Background: an optimization exercise with open tools, aiming at small area, a short achievable clock period and few clock cycles. Do not read the settings as production practice. Only simulation tests tie the RTL to the original design; equivalence was not proved. Power and IR drop assume default switching activity.

$ cat flow/run.sh
#!/bin/bash
# synth_recipe.tcl (not shown) runs the flow's synth.tcl, then flattens the netlist and writes it again
# the make line also repeats each setting of config.mk as NAME=value (left out here)
make -C /OpenROAD-flow-scripts/flow DESIGN_CONFIG=/design/flow/config.mk WORK_HOME=/design/flow/orfs CLKGATE_MAP_FILE= SYNTH_SCRIPT=/design/flow/synth_recipe.tcl finish
$ cat flow/config.mk
export PLATFORM = sky130hd
export DESIGN_NAME = alu_seq
export DESIGN_NICKNAME = alu_seq
export VERILOG_FILES = /design/flow/design.v
export SDC_FILE = /design/flow/constraint.sdc
export NUM_CORES = 4
export LEC_CHECK = 0
export CAP_MARGIN = 20
export CORE_MARGIN = 2
export CORE_UTILIZATION = 40
export PLACE_DENSITY = 0.6
export SLEW_MARGIN = 20
$ cat flow/constraint.sdc
create_clock -name core_clock -period 7.0 [get_ports {i_clk}]
set_input_delay 1.4000 -clock core_clock [delete_from_list [all_inputs] [get_ports {i_clk}]]
set_output_delay 1.4000 -clock core_clock [all_outputs]
set_load 0.01 [all_outputs]
$ cat flow/design.v
module alu_seq #(
  parameter int WIDTH = 64
) (
  input  logic             i_clk,
  input  logic             i_rst,
  input  logic             i_start,
  input  logic [WIDTH-1:0] i_a,
  input  logic [WIDTH-1:0] i_b,
  input  logic             i_cin,
  input  logic [3:0]       i_s,
  output logic [WIDTH-1:0] o_o,
  output logic [WIDTH-1:0] o_hi,
  output logic             o_cout,
  output logic             o_oflow,
  output logic             o_ntive,
  output logic             o_zero,
  output logic             o_busy,
  output logic             o_done
);
  localparam int SW = $clog2(WIDTH);
  localparam int M  = WIDTH - 1;
  localparam logic [SW-1:0] LAST = SW'(WIDTH - 1);
  typedef enum logic {IDLE, MUL} state_t;
  state_t           r_state;
  logic [SW-1:0]    r_cnt;
  logic [WIDTH-1:0] r_pa;
  logic [WIDTH-1:0] r_ph;
  logic [WIDTH-1:0] r_pl;
  logic [WIDTH-1:0] r_o;
  logic [WIDTH-1:0] r_hi;
  logic             r_cout;
  logic             r_oflow;
  logic             r_ntive;
  logic             r_zero;
  logic             r_busy;
  logic             r_done;
  logic [WIDTH:0]   w_add;
  logic [WIDTH:0]   w_sub;
  logic [SW-1:0]    w_sh;
  logic [WIDTH-1:0] w_res;
  logic             w_c;
  logic             w_v;
  logic [WIDTH:0]   w_sum;
  logic [WIDTH-1:0] w_nh;
  logic [WIDTH-1:0] w_nl;
  assign w_sh  = i_b[SW-1:0];
  assign w_add = {1'b0, i_a} + {1'b0, i_b}
               + {{WIDTH{1'b0}}, i_cin};
  assign w_sub = {1'b0, i_a} - {1'b0, i_b};
  assign w_sum = {1'b0, r_ph}
               + (r_pl[0] ? {1'b0, r_pa} : '0);
  assign w_nh  = w_sum[WIDTH:1];
  assign w_nl  = {w_sum[0], r_pl[WIDTH-1:1]};
  always_comb begin
    w_res = '0;
    w_c   = 1'b0;
    w_v   = 1'b0;
    case (i_s)
      4'd0: begin
        w_res = w_add[M:0];
        w_c   = w_add[WIDTH];
        w_v   = (i_a[M] == i_b[M]) && (w_add[M] != i_a[M]);
      end
      4'd1: begin
        w_res = w_sub[M:0];
        w_c   = ~w_sub[WIDTH];
        w_v   = (i_a[M] != i_b[M]) && (w_sub[M] != i_a[M]);
      end
      4'd2:  w_res = i_a & i_b;
      4'd3:  w_res = i_a | i_b;
      4'd4:  w_res = i_a ^ i_b;
      4'd5:  w_res = ~i_a;
      4'd6:  w_res = i_a << w_sh;
      4'd7:  w_res = i_a >> w_sh;
      4'd8:  w_res = $signed(i_a) >>> w_sh;
      4'd10: w_res = i_b;
      4'd11: w_res = {{M{1'b0}}, $signed(i_a) < $signed(i_b)};
      default: w_res = '0;
    endcase
  end
  always_ff @(posedge i_clk or posedge i_rst) begin
    if (i_rst) begin
      r_state <= IDLE;
      r_cnt   <= '0;
      r_pa    <= '0;
      r_ph    <= '0;
      r_pl    <= '0;
      r_o     <= '0;
      r_hi    <= '0;
      r_cout  <= 1'b0;
      r_oflow <= 1'b0;
      r_ntive <= 1'b0;
      r_zero  <= 1'b0;
      r_busy  <= 1'b0;
      r_done  <= 1'b0;
    end else begin
      r_done <= 1'b0;
      case (r_state)
        IDLE: begin
          if (i_start) begin
            if (i_s == 4'd9) begin
              r_state <= MUL;
              r_busy  <= 1'b1;
              r_cnt   <= '0;
              r_pa    <= i_a;
              r_ph    <= '0;
              r_pl    <= i_b;
            end else begin
              r_o     <= w_res;
              r_hi    <= '0;
              r_cout  <= w_c;
              r_oflow <= w_v;
              r_ntive <= w_res[M];
              r_zero  <= (w_res == '0);
              r_done  <= 1'b1;
            end
          end
        end
        MUL: begin
          r_ph  <= w_nh;
          r_pl  <= w_nl;
          r_cnt <= r_cnt + 1'b1;
          if (r_cnt == LAST) begin
            r_state <= IDLE;
            r_busy  <= 1'b0;
            r_o     <= w_nl;
            r_hi    <= w_nh;
            r_cout  <= 1'b0;
            r_oflow <= 1'b0;
            r_ntive <= w_nh[M];
            r_zero  <= ({w_nh, w_nl} == '0);
            r_done  <= 1'b1;
          end
        end
        default: r_state <= IDLE;
      endcase
    end
  end
  assign o_o     = r_o;
  assign o_hi    = r_hi;
  assign o_cout  = r_cout;
  assign o_oflow = r_oflow;
  assign o_ntive = r_ntive;
  assign o_zero  = r_zero;
  assign o_busy  = r_busy;
  assign o_done  = r_done;
endmodule
==> impl_metrics.ini <==
[logic_synthesis]
yosys_warnings = 1
async_flop_share_pct = 100.0
syn_inst = 5451
synth-xor-area-share_pct = 1.777
syn_avg_cell_area_sq_um = 7.506
synth-seq-cells = 333
synth_top_family_by_area = compound AO/OA/AOI/OAI gates
syn_area_sq_mm = 0.04091
synth_edf_count = 0
seq_area_frac_synth_pct = 20.37
synth_fa_ha_area_share_pct = 8.361
synth_cell_type_count = 97
synth_compound_area_share_pct = 28.02
syn_nets = 5858
synth-simple-area-share_pct = 22.73
ys.flop_type = dfrtp_1
synthMuxAreaShare_pct = 12.10

[detailed_routing]
routed-wl-met3_mm = 32.57
wl_per_cell_microns = 36.26
drt_iter0_drc = 8006
routed_wl_mm = 260.0
highest_layer = met5
drt-vias-per-instance = 6.887
m1WireLength_mm = 94.16
ant_nets = 0
drc = 0
dr.pass1.iters = 8
wl_met2_mm = 105.3
vias = 49370

[global_route]
grtUsageTotal_pct = 48.44
antenna_found_initial = 22
overflow = 0
grt_pass1_vias = 46390
grt_max_degree = 192
grt_first_pass_wirelength_mm = 359.0

[run]
cap_violations = 0

[critical_path]
worstSetupEndpointType = register
crit_fanout = 3
slowest_delay_ps = 850
crit_arrival_ps = 7170
cpMaxStageDelayCell = fa_1
worstSetupPathType = register to register
crit_chain = and2_1 > ha_1 > fa_1 > nor4_1 > and4_1 > nand3_1 > nor4_1 > buf_4 > nand2_1 > buf_4 > nor3_1 > nor4bb_1 > nand4b_1 > nor4_1 > nand4b_1 > nor4_1 > nand4b_1 > nand4b_1 > nand2_1
cp.required_ps = 7600
startpoint_type = register

[floorplanning]
pin_count = 270
rows = 117
die_x_microns = 323.8
start_util_pct = 40.27
core_sq_mm = 0.1016
die_h_microns = 323.8
die-area_sq_mm = 0.1049

[placed_design]
hpwlAfterDp_mm = 208.1
port_buffers = 269
gp_congestion = 1.155

[timing]
relSlewSlack_pct = 18.79
max_freq_mhz = 152.2
hold_violations = 0
slew_violations = 0
setup_viol = 0
fin_tns_setup_ps = 0
timing.final.crit_share_pct = 93.85
fin_crit_ps = 6570
worst_pin_slew_ps = 1218
clock_skew_ps = 43.13
rsz0062_at_grt = false

[clock_network]
root_buffer = clkbuf_16
clk_pin_slew_worst_paths_ps = 60
cts_tree = done
hold_buffers = 0
cts_buffers = 42
cts_resized = 0
htree_levels = 2
clk_latency_ps = 680
clockBufferDepth = 3
postCtsSetupRepairBufs = 0
cts_sinks = 333

[cells_and_area]
drive_above_1_share_pct = 13.28
multi_input_area_sq_mm = 0.03002
post-route-util_pct = 47.74
final_net_count = 6163
register_area_sq_mm = 0.008337
fillers = 10410
areaGrowthSynthToFinish_pct = 18.54

[min_path]
hold_path.class = register to register

[status]
status = timing/DRC/antenna clean

[pwr]
power_density_mw_per_mm2 = 259.5
vdd_drop_max_mv = 0.2822
leakage_uw = 0.02082
## cell usage in the layout (no fill, tap or decap), types with 24 or more instances in the layout
cell type        count
inv_1              217
o2111ai_1           26
o221ai_1            35
and2_1             100
o21ai_0            460
a211oi_1            49
mux2_2              75
a221o_1             24
nand2b_1            36
mux4_2             106
o22ai_1             74
nand2_1            768
o21bai_1            39
o211ai_1            65
a221oi_1            52
nor2_1             500
o21a_1              29
and3_1              29
nor3_1             108
a31oi_1             54
a21oi_1            474
nand4_1             71
nand3_1            124
xnor2_1             56
clkdlybuf4s50_1    261
clkbuf_16           42
a21o_1              57
dfrtp_1            332
nor4_1              73
a22oi_1             34
nor2b_1             45
mux2i_1            127
xor2_1              27
buf_4              404
o31ai_1             42
ha_1               267
## metrics by stage
step                      std cells  total power [uW]  hold WS (ps)  setup WS, ps  cell area, sq um
final                          7169             12590         465.5         430.3             48500
after CTS                      7157             12370         468.8         635.6             48460
after floorplan                5451              6823         441.8         315.1             40920
after global placement         7080              9936         451.8         100.2             46990
after global routing           7157             13220         494.4         447.5             48470
after detailed placement       7080              9977         455.4         116.9             46990
## Yosys cell counts (46+ instances only)
master | count | area share (%)
a211oi_1 | 49 | 0.90
a21o_1 | 57 | 1.0
a21oi_1 | 475 | 5.8
a221oi_1 | 52 | 1.1
a31oi_1 | 54 | 0.83
and2_1 | 100 | 1.5
buf_1 | 57 | 0.52
buf_2 | 50 | 0.61
clkbuf_1 | 299 | 2.7
dfrtp_1 | 333 | 20
ha_1 | 267 | 8.2
inv_1 | 219 | 2.0
mux2_2 | 75 | 2.1
mux2i_1 | 127 | 3.1
mux4_2 | 106 | 5.8
nand2_1 | 771 | 7.1
nand3_1 | 126 | 1.5
nand4_1 | 71 | 1.1
nor2_1 | 504 | 4.6
nor2b_1 | 46 | 0.70
nor3_1 | 110 | 1.3
nor4_1 | 76 | 1.2
o211ai_1 | 65 | 1.2
o21ai_0 | 461 | 5.6
o22ai_1 | 74 | 1.1
xnor2_1 | 56 | 1.2
## per-layer routing
| metal | up-vias | GRT usage, % |
|---|---|---|
| li1 | 20800 | - |
| met1 | 23830 | 57.00 |
| met2 | 3737 | 70.31 |
| met3 | 993 | 17.38 |
| met4 | 16 | 40.34 |
| met5 | - | 0.1389 |
## worst paths after layout
path	start	to	cells past startpoint	slack, ps
hold / removal	r_hi[18]	r_hi[18]	2	470
hold reg to reg	r_hi[18]	r_hi[18]	2	470
setup reg to reg	r_pa[0]	r_zero	19	430
min in group asynchronous	i_rst	r_state	2	1210
setup / recovery	r_pa[0]	r_zero	19	430
max in group asynchronous	i_rst	r_pa[16]	3	4340
## area by class of cell
class | instances | share of cell area, %
Clock buffer | 54 | 2.384
Sequential cell | 333 | 17.19
Tap cell | 1368 | 3.529
Multi-Input combinational cell | 4463 | 61.90
Antenna cell | 12 | 0.06192
Clock inverter | 23 | 0.6321
Timing Repair Buffer | 690 | 12.54
Inverter | 226 | 1.762
## registers in the layout, indices dropped and copies added, names as in the netlist
register and cells:
r_busy 1, r_ph 64, r_zero 1, r_o 64, r_state 1, r_cout 1, r_pa 64, r_hi 64
r_oflow 1, r_cnt 6, r_ntive 1, r_pl 64, r_done 1
## critical path: cells and delay by family, from the launching register on
kind / cells / cell delay, ps
and+or+nand+nor: 15 / 4090
adders and majority gates: 2 / 1350
DFF: 1 / 650
buffers and inverters: 2 / 380
## cell families after synthesis
logic type | Yosys count
AOI/OAI and AO/OA | 1777
DFF | 333
adders and majority gates | 271
and+or+nand+nor | 2006
buffers and inverters | 655
xor gates and xnor gates | 83
muxes | 326
## where the power goes
group / switching [uW] / leakage [uW] / internal [uW]
Clock: 999 / 0.000716 / 1370
Combinational: 4280 / 0.0159 / 2540
Sequential: 709 / 0.00420 / 2690
Total: 5990 / 0.0208 / 6600
Testbench counts, summed over its fixed seeds: cycles 42,720.

## static timing again, ports no longer ideal
In the flow no input, the clock included, has a driving cell. The finished layout below was timed again as built, in two steps. Step 1 assumes that a clkbuf_16 drives the clock port and a buf_2 every other input. Step 2 moves the port delays by t, midway between the first and last clock arrival at a register: inputs arrive t later, outputs are due t later. That takes back most of the time a late clock gives input paths. Slacks: no drivers / after step 1 / after step 2; pairs: no drivers / after step 1.
t (ns): 0.728
slack for setup (ns): 0.430 / 0.430 / -0.170
worst setup path after step 2: input to register
latest minus earliest clock arrival (ns): 0.052 / 0.053
Met with ideal ports but missed after step 2: setup timing in this run. The setup slack of this run moves by 0.000 ns with the drivers and by -0.600 ns with both steps.
